What follows belongs to an exercise in optimizing a design on an open flow for small area; a production flow would make more cautious choices.
Function was checked by simulation only, so behaviour that the tests miss may differ from the original.
No activity file was given, so power comes from the tool's default toggle rates.

Design des_apb_top, start of the top module:
module des_apb_top
#(
    parameter int ADDR_WIDTH = 8
)
(
    input  logic                  clk,
    input  logic                  rst_n,
    input  logic [ADDR_WIDTH-1:0] paddr,
    input  logic                  psel,
    input  logic                  penable,
    input  logic                  pwrite,
    input  logic [31:0]           pwdata,
    output logic [31:0]           prdata,
    output logic                  pready,
    output logic                  pslverr
);
clock: 6.0 ns
lec_check: 0
cap_margin: 0
core_margin: 2
core_utilization: 40
slew_margin: 0
standard.sh (not shown) runs the stock make flow with config.mk's settings and CLKGATE_MAP_FILE= SYNTH_SCRIPT=/design/flow/synth_recipe.tcl, a recipe that flattens the netlist after the stock synthesis.
==> flow/flow/run.sh <==
#!/bin/bash
# Own layout flow: the standard flow (standard.sh) with these changes:
#  - the port buffers are the smallest buffer cell (buf_1);
#  - clock tree: sink clusters of 16 on clkbuf_8 and no dummy loads.
# Each tool's output goes to a log file of its own in the work folder.
set -euo pipefail
WORK=$PWD
rm -rf "$WORK/own_scripts"
cp -r "$FLOW_HOME/scripts" "$WORK/own_scripts"
cp "$WORK/flow/abc_area_map.script" "$WORK/own_scripts/abc_speed.script"
export SCRIPTS_DIR="$WORK/own_scripts"
bash standard.sh ADDER_MAP_FILE= synth > "$WORK/own_synth.log" 2>&1
bash standard.sh ADDER_MAP_FILE= \
    BUFFER_PORTS_ARGS="-buffer_cell sky130_fd_sc_hd__buf_1" \
    CTS_ARGS="-sink_clustering_enable -repair_clock_nets -dont_use_dummy_load -buf_list sky130_fd_sc_hd__clkbuf_4 -sink_clustering_size 10 -sink_clustering_max_diameter 50" \
    finish > "$WORK/own_finish.log" 2>&1
==> flow/flow/abc_area_map.script <==
strash
&get -n
&dch
&nf -a -R 1000
&put
The baseline passed the timing, DRC and antenna checks.
Edit:
==> flow/flow/run.sh (replaced) <==
#!/bin/bash
# Own layout flow: the standard flow (standard.sh) with these changes:
#  - the port buffers are the smallest buffer cell (buf_1);
#  - clock tree: sink clusters of 10 on clkbuf_4, no dummy loads.
# Each tool's output goes to a log file of its own in the work folder.
set -euo pipefail
WORK=$PWD
SEEDS="0 1 2 3"
for s in $SEEDS; do
    rm -rf "$WORK/syn$s"
    mkdir -p "$WORK/syn$s"
    cp -r "$FLOW_HOME/scripts" "$WORK/syn$s/scripts"
    sed "s/@SEED@/$s/" "$WORK/flow/abc_area_map.script" > "$WORK/syn$s/scripts/abc_speed.script"
    sed "s#$WORK/orfs#$WORK/syn$s/orfs#g" "$WORK/standard.sh" > "$WORK/syn$s/standard.sh"
    ( SCRIPTS_DIR="$WORK/syn$s/scripts" bash "$WORK/syn$s/standard.sh" ADDER_MAP_FILE= synth \
        > "$WORK/own_synth_seed$s.log" 2>&1 ) &
done
wait
best=""
best_area=""
for s in $SEEDS; do
    stat="$WORK/syn$s/orfs/reports/$FLOW_PLATFORM/des_apb_top/base/synth_stat.txt"
    [[ -f "$stat" ]] || continue
    a=$(awk '/Chip area for module/ {print $NF}' "$stat" | tail -1)
    echo "seed $s: synthesized cell area $a" >> "$WORK/own_synth_pick.log"
    if [[ -n "$a" ]] && { [[ -z "$best" ]] || awk -v a="$a" -v b="$best_area" 'BEGIN{exit !(a<b)}'; }; then
        best=$s
        best_area=$a
    fi
done
echo "picked seed $best ($best_area)" >> "$WORK/own_synth_pick.log"
rm -rf "$WORK/orfs"
mv "$WORK/syn$best/orfs" "$WORK/orfs"
export SCRIPTS_DIR="$WORK/syn$best/scripts"
bash standard.sh ADDER_MAP_FILE= \
    BUFFER_PORTS_ARGS="-buffer_cell sky130_fd_sc_hd__buf_1" \
    CTS_ARGS="-sink_clustering_enable -repair_clock_nets -dont_use_dummy_load -buf_list sky130_fd_sc_hd__clkbuf_4 -sink_clustering_size 10 -sink_clustering_max_diameter 50" \
    finish > "$WORK/own_finish.log" 2>&1
==> flow/flow/abc_area_map.script (replaced) <==
strash
&get -n
&deepsyn -T 180 -S @SEED@
&dch -f
&nf -a -R 1000
&put
The changed run ran to the end with no violations.
Sequential share of layout area goes up by 0.95 points.
Die area went down by 2.2%.
Power came out higher by 29%.
Worst setup slack improves by 0.63 ns.
Count of clock-buffer cells in the layout rose by 3.
Combinational power goes up by about 60%.
Final area goes down by about 2%.
Cell count shrinks by about 0.3%.
Register-to-register slack is better by 0.02 ns.
Wire length fell by about 3.2%.
Edit:
==> flow/flow/run.sh (replaced) <==
#!/bin/bash
# Own layout flow: the standard flow (standard.sh), with two changes:
#  - synthesis maps the logic with an area-oriented ABC script (abc_area_map.script)
#    instead of ORFS's speed script; everything else in synthesis is unchanged,
#    so the registers keep the standard synthesis's names and cell types;
#  - the port buffers are the smallest buffer cell (buf_1).
# Each tool's output goes to a log file of its own in the work folder.
set -euo pipefail
WORK=$PWD
rm -rf "$WORK/own_scripts"
cp -r "$FLOW_HOME/scripts" "$WORK/own_scripts"
cp "$WORK/flow/abc_area_map.script" "$WORK/own_scripts/abc_speed.script"
export SCRIPTS_DIR="$WORK/own_scripts"
bash standard.sh synth > "$WORK/own_synth.log" 2>&1
bash standard.sh BUFFER_PORTS_ARGS="-buffer_cell sky130_fd_sc_hd__buf_1" finish > "$WORK/own_finish.log" 2>&1
==> flow/flow/abc_area_map.script (replaced) <==
strash
&get -n
&dch
&nf -a -R 1000
&put
Settings changed: CAP_MARGIN 0 to 20, SLEW_MARGIN 0 to 20.
Result:
- The new run finished with timing, DRC and antenna clean
- clock-buffer cell count rose by 5
- via count is lower by 2.9%
- wire length drops by 2.0%
- sequential power decreases by 8.8%
- global-route usage is lower by 1.1 points
- utilization goes up by 1.7 points
- die area rose by 3.2%
- worst setup slack gets better by 0.027 ns
- cell area rose by 7.3%
- clock skew shrinks by 0.040 ns
- first-iteration DRC count falls by 15%
Edit:
==> flow/flow/run.sh (replaced) <==
#!/bin/bash
# Own layout flow: the standard flow (standard.sh) with these changes:
#  - the port buffers are the smallest buffer cell (buf_1);
#  - clock tree: sink clusters of 16 on clkbuf_8 and no dummy loads.
# Each tool's output goes to a log file of its own in the work folder.
set -euo pipefail
WORK=$PWD
rm -rf "$WORK/own_scripts"
cp -r "$FLOW_HOME/scripts" "$WORK/own_scripts"
cp "$WORK/flow/abc_area_map.script" "$WORK/own_scripts/abc_speed.script"
export SCRIPTS_DIR="$WORK/own_scripts"
bash standard.sh ADDER_MAP_FILE= synth > "$WORK/own_synth.log" 2>&1
bash standard.sh ADDER_MAP_FILE= \
    BUFFER_PORTS_ARGS="-buffer_cell sky130_fd_sc_hd__buf_1" \
    CTS_ARGS="-sink_clustering_enable -repair_clock_nets -dont_use_dummy_load -buf_list sky130_fd_sc_hd__clkbuf_8 -sink_clustering_size 16 -sink_clustering_max_diameter 60" \
    finish > "$WORK/own_finish.log" 2>&1
Settings changed: CORE_UTILIZATION 40 to 65.
After rerunning: Cell count went down by 6.4%; total power went down by 14%; final area went down by 6.0%; clock power went down by 50%; sequential share of layout area went up by 2.8 points; synthesized area went down by about 0.9%.

---

v44:
des_apb_top again, from the RTL that the note above started with.
clock: 6.0 ns
lec_check: 0
cap_margin: 20
core_margin: 2
core_utilization: 40
slew_margin: 20
==> flow/flow/run.sh <==
#!/bin/bash
# Own layout flow: the standard flow (standard.sh) with these changes:
#  - the port buffers are the smallest buffer cell (buf_1);
#  - clock tree: sink clusters of 16 on clkbuf_8 and no dummy loads.
# Each tool's output goes to a log file of its own in the work folder.
set -euo pipefail
WORK=$PWD
rm -rf "$WORK/own_scripts"
cp -r "$FLOW_HOME/scripts" "$WORK/own_scripts"
cp "$WORK/flow/abc_area_map.script" "$WORK/own_scripts/abc_speed.script"
export SCRIPTS_DIR="$WORK/own_scripts"
bash standard.sh ADDER_MAP_FILE= synth > "$WORK/own_synth.log" 2>&1
bash standard.sh ADDER_MAP_FILE= \
    BUFFER_PORTS_ARGS="-buffer_cell sky130_fd_sc_hd__buf_1" \
    CTS_ARGS="-sink_clustering_enable -repair_clock_nets -dont_use_dummy_load -buf_list sky130_fd_sc_hd__clkbuf_8 -sink_clustering_size 16 -sink_clustering_max_diameter 60" \
    finish > "$WORK/own_finish.log" 2>&1
==> flow/flow/abc_area_map.script <==
strash
&get -n
&dch
&nf -a -R 1000
&put
[inputs] v26 vs v44
# v44
export LEC_CHECK = 0
export CAP_MARGIN = 20
export CORE_MARGIN = 2
export CORE_UTILIZATION = 40
export SLEW_MARGIN = 20
create_clock -name core_clock -period 6.0 [get_ports {clk}]
# v26
export LEC_CHECK = 0
export CAP_MARGIN = 20
export CORE_MARGIN = 2
export CORE_UTILIZATION = 60
export CTS_BUF_LIST = sky130_fd_sc_hd__clkbuf_4
export SLEW_MARGIN = 20
create_clock -name core_clock -period 6.0 [get_ports {clk}]
==> flow/run.sh (new file) <==
#!/bin/bash
# synth_recipe.tcl (not shown) runs the flow's synth.tcl, then flattens the netlist and writes it again
# the make line also repeats each setting of config.mk as NAME=value (left out here)
make -C /OpenROAD-flow-scripts/flow DESIGN_CONFIG=/design/flow/config.mk WORK_HOME=/design/flow/orfs CLKGATE_MAP_FILE= SYNTH_SCRIPT=/design/flow/synth_recipe.tcl finish
removed: flow/flow/run.sh
removed: flow/flow/abc_area_map.script
removed: flow/standard.sh
## What came out
- Delta (v26 minus v44): met3 wire length picked up an extra about 60%, sequential cell area fraction in the yosys report lost 5.2 points, final routed wirelength across all metal layers picked up an extra 3.6%, post-route worst setup slack lost 0.32 ns.
- Compared with v44, v26 shows a higher layout buffer count excluding clock buffers.
- Re async set-reset flop share out of synthesis: no difference whatsoever between v44 and v26.
- Relative to v44, area overhead of the layout relative to synthesis increased by 3.5 points in v26.
- Relative to v44, the global-route met3 utilization of v26 is higher by 4.9 points.
- Delta (v26 minus v44): power rose by 22%; net switching power rose by 20%; critical path depth rose by 2.
#### Input delta (v22 over v26)
# v26
export LEC_CHECK = 0
export CAP_MARGIN = 20
export CORE_MARGIN = 2
export CORE_UTILIZATION = 60
export CTS_BUF_LIST = sky130_fd_sc_hd__clkbuf_4
export SLEW_MARGIN = 20
create_clock -name core_clock -period 6.0 [get_ports {clk}]
# v22
export LEC_CHECK = 0
export CAP_MARGIN = 20
export CORE_MARGIN = 2
export CORE_UTILIZATION = 40
export SLEW_MARGIN = 20
create_clock -name core_clock -period 6.0 [get_ports {clk}]
### Flow results
- v22 | status: complete | timing, DRC, antenna: pass
- The post-route clock period utilization number comes out higher for v22 vs v26.
- Going from v26 to v22, floorplan row count grows by 13.
- Going from v26 to v22, final worst-path setup slack decreased 0.037 ns; met1 track utilization from global routing now smaller; achievable clock frequency went down by about 0.7%; sequential share of layout area fell 0.39 points.
- Looking at v22 and v26, the average routed wire per standard cell is a wash.
- The area of the multi-input gates on v26 is in line with that on v22.

---

== purple ==
des_apb_top, a different RTL version from the one above (not shown whole).
Size in the first run: roughly 1300 cells after synthesis, roughly 260 flip-flops, ~79 I/O pins.
export LEC_CHECK = 0
export CAP_MARGIN = 0
export CORE_MARGIN = 2
export CORE_UTILIZATION = 40
export SLEW_MARGIN = 0
create_clock -name core_clock -period 6.0 [get_ports {clk}]
==> flow/flow/run.sh <==
#!/bin/bash
# Own layout flow: the standard flow (standard.sh) with these changes:
#  - the port buffers are the smallest buffer cell (buf_1);
#  - clock tree: sink clusters of 10 on clkbuf_4, no dummy loads.
# Each tool's output goes to a log file of its own in the work folder.
set -euo pipefail
WORK=$PWD
PORTS="-buffer_cell sky130_fd_sc_hd__buf_1"
CTS="-sink_clustering_enable -repair_clock_nets -dont_use_dummy_load -buf_list sky130_fd_sc_hd__clkbuf_4 -sink_clustering_size 10 -sink_clustering_max_diameter 50"
CANDS=""
for f in "$WORK"/flow/abc_*.script; do
    c=$(basename "$f" .script)
    c=${c#abc_}
    CANDS="$CANDS $c"
    rm -rf "$WORK/syn_$c"
    mkdir -p "$WORK/syn_$c"
    cp -r "$FLOW_HOME/scripts" "$WORK/syn_$c/scripts"
    cp "$f" "$WORK/syn_$c/scripts/abc_speed.script"
    sed "s#$WORK/orfs#$WORK/syn_$c/orfs#g" "$WORK/standard.sh" > "$WORK/syn_$c/standard.sh"
    ( SCRIPTS_DIR="$WORK/syn_$c/scripts" bash "$WORK/syn_$c/standard.sh" ADDER_MAP_FILE= synth \
        > "$WORK/own_synth_$c.log" 2>&1 || true ) &
done
wait
# placements two at a time (each uses the flow's cores)
n=0
for c in $CANDS; do
    ( SCRIPTS_DIR="$WORK/syn_$c/scripts" bash "$WORK/syn_$c/standard.sh" ADDER_MAP_FILE= \
        BUFFER_PORTS_ARGS="$PORTS" place > "$WORK/own_place_$c.log" 2>&1 || true ) &
    n=$((n + 1))
    if (( n % 2 == 0 )); then
        wait
    fi
done
wait
best=""
best_area=""
for c in $CANDS; do
    logs="$WORK/syn_$c/orfs/logs/$FLOW_PLATFORM/des_apb_top/base"
    [[ -f "$logs/3_5_place_dp.log" && -f "$WORK/syn_$c/orfs/results/$FLOW_PLATFORM/des_apb_top/base/3_place.odb" ]] || continue
    da=$(awk '/^Design area/ {print $3}' "$logs/3_5_place_dp.log" | tail -1)
    taps=$(sed -n 's/.*Inserted \([0-9]*\) tapcells.*/\1/p' "$logs/2_3_floorplan_tapcell.log" | tail -1)
    [[ -n "$da" && -n "$taps" ]] || continue
    a=$(awk -v d="$da" -v t="$taps" 'BEGIN{printf "%.1f", d - t * 1.2512}')
    sa=$(awk '/Chip area for module/ {print $NF}' "$WORK/syn_$c/orfs/reports/$FLOW_PLATFORM/des_apb_top/base/synth_stat.txt" | tail -1)
    echo "$c: synthesized $sa, placed $a (design area $da, $taps taps)" >> "$WORK/own_pick.log"
    if [[ -z "$best" ]] || awk -v a="$a" -v b="$best_area" 'BEGIN{exit !(a<b)}'; then
        best=$c
        best_area=$a
    fi
done
echo "picked $best ($best_area)" >> "$WORK/own_pick.log"
rm -rf "$WORK/orfs"
mv "$WORK/syn_$best/orfs" "$WORK/orfs"
export SCRIPTS_DIR="$WORK/syn_$best/scripts"
bash standard.sh ADDER_MAP_FILE= BUFFER_PORTS_ARGS="$PORTS" CTS_ARGS="$CTS" \
    finish > "$WORK/own_finish.log" 2>&1
Other scripts of this flow, unchanged in this note and not shown: flow/flow/abc_d0.script, flow/flow/abc_h.script, flow/flow/abc_h1.script, flow/flow/abc_h4.script, flow/flow/abc_h7.script
purple | status: complete | timing, DRC, antenna: pass
#### Input delta (red over purple)
Settings: GPL_TIMING_DRIVEN newly set to 0.
--- outcome ---
red finished end to end and its layout was clean on timing, DRC and antenna.
In terms of fraction of layout cells with a size suffix above 1, purple and red differ only marginally.
Going from purple to red, proportion of total power due to net switching increased 0.33 points, H-tree level count essentially unchanged, routed wire length increased about 1.2%.
Register clock-pin slew on the reported worst setup and hold paths across purple and red: no real change.
purple tops out at a higher clock frequency than red.
Final cell area: red above purple
Looking at purple and red, the number of synthesized flops with an enable pin is a wash.

[re-timing with driven ports]
The results above use ideal ports. As a check the final layouts listed here were re-extracted and re-timed, cells and wires unchanged.
Step 1 (the two cells are an assumption about what drives the block):
set clk [get_ports {clk}]
set_driving_cell -lib_cell sky130_fd_sc_hd__clkbuf_16 $clk
set_driving_cell -lib_cell sky130_fd_sc_hd__buf_2 [delete_from_list [all_inputs] $clk]
Step 2 also shifts input and output timing later by t, the mid clock arrival at the registers, as if the neighbouring blocks saw the same clock.
Slacks: ideal / step 1 / step 2; pairs: ideal / step 1.
run | t, ns | setup slack, ns | hold WS [ns] | worst setup path at the end
the first run of note 1 | 0.738 | 1.105 / 1.084 / 1.084 | 0.260 / 0.241 / 0.489 | input to output
the second run of note 1 | 0.655 | 1.730 / 1.709 / 1.709 | 0.398 / 0.386 / 0.491 | input to output
the third run of note 1 | 0.587 | 1.757 / 1.737 / 1.737 | 0.458 / 0.433 / 0.480 | input to output
the fourth run of note 1 | 0.562 | 1.265 / 1.234 / 1.234 | 0.461 / 0.447 / 0.461 | input to output
v44 | 0.591 | 1.171 / 1.149 / 1.149 | 0.460 / 0.442 / 0.480 | input to output
v26 | 0.702 | 0.850 / 0.827 / 0.827 | 0.468 / 0.468 / 0.468 | input to output
v22 | 0.593 | 0.813 / 0.792 / 0.792 | 0.469 / 0.469 / 0.469 | input to output
purple | 0.658 | 1.384 / 1.362 / 1.362 | 0.422 / 0.397 / 0.431 | input to output
red | 0.661 | 1.018 / 0.998 / 0.998 | 0.419 / 0.394 / 0.433 | input to output
After both steps every run listed still meets setup and hold. For the fourth run of note 1, which loses most, drivers alone change the setup slack by -0.031 ns; drivers and shift together by -0.031 ns.
